Background: an optimization exercise with open tools, aiming at small area, a short achievable clock period and few clock cycles per item. Do not read the settings as production practice. RTL that was checked went through simulation tests only; none was proved equivalent to the original. Power and IR drop assume default switching activity.

// ts_packet_header_parser
module ts_packet_header_parser (
  input  logic        clk,
  input  logic        rst,
  input  logic        byte_valid,
  output logic        byte_stall,
  input  logic [8:0]  byte_data,   
  output logic        rec_valid,
  input  logic        rec_stall,
  output logic [72:0] rec_data
);
Size in the first run: about 820 cells after synthesis, roughly 7200 µm² of cells after synthesis.
==> flow/config.mk <==
export PLATFORM = sky130hd
export DESIGN_NAME = ts_packet_header_parser
export DESIGN_NICKNAME = ts_packet_header_parser
export VERILOG_FILES = /design/flow/design.v
export SDC_FILE = /design/flow/constraint.sdc
export NUM_CORES = 4
export LEC_CHECK = 0
export ABC_AREA = 1
export CAP_MARGIN = 20
export CORE_MARGIN = 2
export CORE_UTILIZATION = 50
export SLEW_MARGIN = 20
==> flow/constraint.sdc <==
create_clock -name core_clock -period 8.0 [get_ports {clk}]
set_input_delay 1.6000 -clock core_clock [delete_from_list [all_inputs] [get_ports {clk}]]
set_output_delay 1.6000 -clock core_clock [all_outputs]
set_load 0.01 [all_outputs]
standard.sh (not shown) runs the stock make flow with config.mk's settings and CLKGATE_MAP_FILE= SYNTH_SCRIPT=/design/flow/synth_recipe.tcl, a recipe that flattens the netlist after the stock synthesis.
==> flow/flow/run.sh <==
#!/bin/bash
# The standard layout (standard.sh: the standard flow's synthesis and ORFS flow) with three
# changes to how it is made:
#  - port buffers are buf_2 cells rather than the delay cells buffer_ports picks by
#    default; every port still gets its own buffer;
#  - the clock tree uses clkbuf_8 cells under a clkbuf_16 root and no dummy loads;
set -euo pipefail
export BUFFER_PORTS_ARGS="-buffer_cell sky130_fd_sc_hd__buf_2"
export CTS_ARGS="-sink_clustering_enable -repair_clock_nets -buf_list sky130_fd_sc_hd__clkbuf_8 -root_buf sky130_fd_sc_hd__clkbuf_16 -dont_use_dummy_load"
export SETUP_SLACK_MARGIN=5.4
bash standard.sh finish > standard_flow.log 2>&1
Edit:
--- a/flow/design.v
+++ b/flow/design.v
@@ -72,12 +72,14 @@
   logic [7:0]  fl, fl_n;        
   logic [23:0] hl;              
   logic [41:0] val;             
   logic [7:0]  b;
   logic        pos0, quiet, calm, fld, last;
   logic        do_pend, do_t0, consume, cq, cn;
+  logic        pos0_q, take_q, cq_q, cn_q, t0_q;
+  logic        take_n, cq_n, cn_n, t0_n, pend_n;
   logic        sync;
   logic        t_hdr, t_alen, t_afl, t_pskip, t_stuff, t_fld, t_priv;
   logic        adv;
   logic [7:0]  fs;
   logic [15:0] adv_ph;
   logic        adv_pt;
@@ -91,25 +93,24 @@
   logic [1:0]  s_ltw;
   logic        s_one;
   logic [7:0]  pay_len;
   logic        hshift;        
   logic        pos0_n, quiet_n, calm_n, free_n;
   assign b     = in_q[8:1];
-  assign pos0  = in_q[0] || wrap;
+  assign pos0  = pos0_q;         
   assign quiet = ph[P_IDLE] || ph[P_PAY];
   assign calm  = quiet || ph[P_ALEN] || ph[P_AFL] || ph[P_STUFF] || ph[P_EXT];
   assign fld   = ph[P_PCR] || ph[P_OPCR] || ph[P_SPL] || ph[P_PRIV] || ph[P_EXT] ||
                  ph[P_LTW] || ph[P_RATE] || ph[P_SEAM];
   assign last  = fcnt[0];
   assign sync  = in_sync;
   assign do_pend = !ov && ph[P_PEND];
-  assign do_t0   = !ov && in_vld && pos0 && !quiet && !ph[P_PEND];
-  assign consume = in_vld && (ph[P_PEND] ? (!ov && !pos0)
-                                         : (!(pos0 && !quiet) && (!ov || (calm && !pos0))));
-  assign cq      = consume && pos0;     
-  assign cn      = consume && !pos0 && !ph[P_PEND];
+  assign do_t0   = t0_q;        
+  assign consume = take_q;
+  assign cq      = cq_q;        
+  assign cn      = cn_q;        
   assign t_hdr   = cn && ph[P_HDR] && last;
   assign t_alen  = cn && ph[P_ALEN];
   assign t_afl   = cn && ph[P_AFL];
   assign t_pskip = cn && ph[P_PSKIP] && (val[16:9] == 8'd1);
   assign t_stuff = cn && ph[P_STUFF] && le[1];
   assign t_fld   = cn && fld && last;
@@ -323,24 +324,39 @@
   assign in_zero_n = bs_q ? in_zero : (byte_data[8:1] == 8'd0);
   assign in_long_n = bs_q ? in_long : (byte_data[8:1] > ALEN_MAX);
   assign pos0_n   = in_q_n[0] || wrap_n;
   assign quiet_n  = ph_n[P_IDLE] || ph_n[P_PAY];
   assign calm_n   = quiet_n || ph_n[P_ALEN] || ph_n[P_AFL] || ph_n[P_STUFF] || ph_n[P_EXT];
   assign free_n   = !ov_n;
-  assign bs_n     = in_vld_n && (free_n ? (pos0_n && !quiet_n)
-                                        : (ph_n[P_PEND] || !calm_n || pos0_n));
+  assign pend_n   = ph_n[P_PEND];
+  assign take_n   = in_vld_n && (pend_n ? (free_n && !pos0_n)
+                                        : (!(pos0_n && !quiet_n) && (free_n || (calm_n && !pos0_n))));
+  assign cq_n     = take_n && pos0_n;
+  assign cn_n     = take_n && !pos0_n && !pend_n;
+  assign t0_n     = free_n && in_vld_n && pos0_n && !quiet_n && !pend_n;
+  assign bs_n     = in_vld_n && !take_n;
   always_ff @(posedge clk) begin
     if (rst) begin
       in_vld <= 1'b0;
       bs_q   <= 1'b0;
+      take_q <= 1'b0;
+      cq_q   <= 1'b0;
+      cn_q   <= 1'b0;
+      t0_q   <= 1'b0;
+      pos0_q <= 1'b1;
       ov     <= 1'b0;
       ph     <= 16'(1) << P_IDLE;
       wrap   <= 1'b1;
     end else begin
       in_vld <= in_vld_n;
       bs_q   <= bs_n;
+      take_q <= take_n;
+      cq_q   <= cq_n;
+      cn_q   <= cn_n;
+      t0_q   <= t0_n;
+      pos0_q <= pos0_n;
       ov     <= ov_n;
       ph     <= ph_n;
       wrap   <= wrap_n;
     end
   end
   always_ff @(posedge clk) begin
Power rose by 11%.
Cell count came out higher by 0.63%.
First-iteration DRC count is higher by 63%.
Global-route usage came out lower by 1.1 points.
Flip-flop and latch count climbs by 5.
Design area shrinks by 0.71%.
No run of this note included a check of the RTL's function; only the layout flow was run.

========
Another version of the RTL of ts_packet_header_parser (not shown whole).
Size: about 130 flip-flops, roughly 88 I/O pins, about 6800 sq um of cells after synthesis.
==> flow/config.mk <==
export PLATFORM = sky130hd
export DESIGN_NAME = ts_packet_header_parser
export DESIGN_NICKNAME = ts_packet_header_parser
export VERILOG_FILES = /design/flow/design.v
export SDC_FILE = /design/flow/constraint.sdc
export NUM_CORES = 4
export LEC_CHECK = 0
export ABC_AREA = 1
export CAP_MARGIN = 20
export CORE_MARGIN = 2
export CORE_UTILIZATION = 50
export SLEW_MARGIN = 20
==> flow/constraint.sdc <==
create_clock -name core_clock -period 8.0 [get_ports {clk}]
set_input_delay 1.6000 -clock core_clock [delete_from_list [all_inputs] [get_ports {clk}]]
set_output_delay 1.6000 -clock core_clock [all_outputs]
set_load 0.01 [all_outputs]
Scripts as last shown in full above: flow/flow/run.sh
Edit:
--- a/flow/design.v
+++ b/flow/design.v
@@ -50,14 +50,16 @@
   localparam int P_EXT   = tsph_pkg::P_EXT;
   localparam int P_LTW   = tsph_pkg::P_LTW;
   localparam int P_RATE  = tsph_pkg::P_RATE;
   localparam int P_SEAM  = tsph_pkg::P_SEAM;
   logic        in_vld, in_vld_n;
   logic [8:0]  in_q, in_q_n;
   logic        bs_q, bs_n;
+  logic        in_sync, in_zero, in_long;    
+  logic        in_sync_n, in_zero_n, in_long_n;
   logic        ov, ov_n;
   logic [3:0]  okind, ekind;
   logic [1:0]  ost, est;
   logic        olast, elast;
   logic        emit;
   logic [15:0] ph, ph_n;        
   logic        pt, pt_n;        
@@ -92,28 +94,28 @@
   assign b     = in_q[8:1];
   assign pos0  = in_q[0] || wrap;
   assign quiet = ph[P_IDLE] || ph[P_PAY];
   assign calm  = quiet || ph[P_ALEN] || ph[P_AFL] || ph[P_STUFF] || ph[P_EXT];
   assign fld   = ph[P_PCR] || ph[P_OPCR] || ph[P_SPL] || ph[P_PRIV] || ph[P_EXT] ||
                  ph[P_LTW] || ph[P_RATE] || ph[P_SEAM];
   assign last  = fcnt[0];
-  assign sync  = (b == tsph_pkg::SYNC_CODE);
+  assign sync  = in_sync;
   assign do_pend = !ov && ph[P_PEND];
   assign do_t0   = !ov && in_vld && pos0 && !quiet && !ph[P_PEND];
   assign consume = in_vld && (ph[P_PEND] ? (!ov && !pos0)
                                          : (!(pos0 && !quiet) && (!ov || (calm && !pos0))));
   assign cq      = consume && pos0;     
   assign cn      = consume && !pos0 && !ph[P_PEND];
   assign t_hdr   = cn && ph[P_HDR] && last;
   assign t_alen  = cn && ph[P_ALEN];
   assign t_afl   = cn && ph[P_AFL];
   assign t_pskip = cn && ph[P_PSKIP] && (val[16:9] == 8'd1);
   assign t_stuff = cn && ph[P_STUFF] && (abl == 8'd1);
   assign t_fld   = cn && fld && last;
-  assign t_priv  = t_fld && ph[P_PRIV] && (b != 8'd0);
+  assign t_priv  = t_fld && ph[P_PRIV] && !in_zero;
   assign adv     = t_afl || t_pskip || (t_fld && !t_priv);
   always_comb begin
     if (ph[P_AFL])      fs = {b[4:0], 3'd0};
     else if (ph[P_EXT]) fs = {5'd0, b[7:5]};
     else                fs = fl;
     adv_ph  = '0;
     adv_pt  = 1'b0;
@@ -216,18 +218,18 @@
         ph_n[P_PEND] = 1'b1;
         pt_n         = 1'b0;
       end
     end
     if (t_alen) begin
       abl_n = b;
       ph_n  = '0;
-      if (b > ALEN_MAX) begin
+      if (in_long) begin
         ph_n[P_PEND] = 1'b1;
         pt_n         = 1'b1;
-      end else if (b == 8'd0) begin
+      end else if (in_zero) begin
         ph_n[P_PEND] = 1'b1;
         pt_n         = 1'b0;
       end else begin
         ph_n[P_AFL] = 1'b1;
       end
     end
     if (t_stuff) begin
@@ -303,14 +305,17 @@
       bpos_n = pos0 ? 8'd1 : bpos + 8'd1;
       wrap_n = !pos0 && (bpos == POS_WRAP - 8'd1);
     end
   end
   assign ov_n     = ov ? rec_stall : emit;
   assign in_vld_n = (in_vld && !consume) || (byte_valid && !bs_q);
   assign in_q_n   = bs_q ? in_q : byte_data;
+  assign in_sync_n = bs_q ? in_sync : (byte_data[8:1] == tsph_pkg::SYNC_CODE);
+  assign in_zero_n = bs_q ? in_zero : (byte_data[8:1] == 8'd0);
+  assign in_long_n = bs_q ? in_long : (byte_data[8:1] > ALEN_MAX);
   assign pos0_n   = in_q_n[0] || wrap_n;
   assign quiet_n  = ph_n[P_IDLE] || ph_n[P_PAY];
   assign calm_n   = quiet_n || ph_n[P_ALEN] || ph_n[P_AFL] || ph_n[P_STUFF] || ph_n[P_EXT];
   assign free_n   = !ov_n;
   assign bs_n     = in_vld_n && (free_n ? (pos0_n && !quiet_n)
                                         : (ph_n[P_PEND] || !calm_n || pos0_n));
   always_ff @(posedge clk) begin
@@ -325,15 +330,18 @@
       bs_q   <= bs_n;
       ov     <= ov_n;
       ph     <= ph_n;
       wrap   <= wrap_n;
     end
   end
   always_ff @(posedge clk) begin
-    in_q <= in_q_n;
+    in_q    <= in_q_n;
+    in_sync <= in_sync_n;
+    in_zero <= in_zero_n;
+    in_long <= in_long_n;
     bpos <= bpos_n;
     pt   <= pt_n;
     fcnt <= fcnt_n;
     abl  <= abl_n;
     fl   <= fl_n;
     hl  <= (hl & {24{!(cq || hshift)}}) | ({hl[15:0], b} & {24{hshift}});
     val <= (val & ~ve) | (vd & ve);
After rerunning: Total power came out higher by 6.5%. Clock-buffer cell count is unchanged. Final area hardly moves. Routed wire length came out lower by 0.68%. Via count came out lower by 0.81%. Global-route usage came out lower by 0.38 points. Clock skew barely changes. Register-to-register slack stays flat. Core utilization came out lower by 0.47 points. Combinational power came out higher by 14%. Setup slack stays flat. Worst hold slack gets better by 0.018 ns. Die area came out higher by 1.5%.
Testbench counts after the change, summed over its fixed seeds: cycles 36,328, bytes 36,128.
For the first run of this note, only the layout was checked, not whether the RTL still works.

afterwards: timing with drivers on the ports:
The results above use ideal ports. As a check the final layouts listed here were re-extracted and re-timed, cells and wires unchanged. Step 1 (the two cells are an assumption about what drives the block):
set clk [get_ports {clk}]
set_driving_cell -lib_cell sky130_fd_sc_hd__clkbuf_16 $clk
set_driving_cell -lib_cell sky130_fd_sc_hd__buf_2 [delete_from_list [all_inputs] $clk]
Step 2 also shifts input and output timing later by t, the mid clock arrival at the registers, as if the neighbouring blocks saw the same clock. a / b / c = ideal / step 1 / step 2; a / b = the first two.
run | t (ns) | slack for setup (ns) | worst setup path after step 2 | latest minus earliest clock arrival (ns) | worst slew at a driven data input, ns
the first run of note 1 | 0.416 | 5.428 / 5.382 / 5.315 | input to register | 0.031 / 0.031 | 0.03
the second run of note 1 | 0.409 | 5.453 / 5.412 / 5.354 | input to register | 0.028 / 0.028 | 0.03
the first run of note 2 | 0.406 | 5.429 / 5.389 / 5.392 | input to register | 0.023 / 0.023 | 0.03
the second run of note 2 | 0.408 | 5.427 / 5.387 / 5.366 | input to register | 0.025 / 0.024 | 0.03
After both steps every run listed still meets setup and hold. The setup slack of the first run of note 1, which loses most, moves by -0.046 ns with the drivers and by -0.113 ns with both steps.
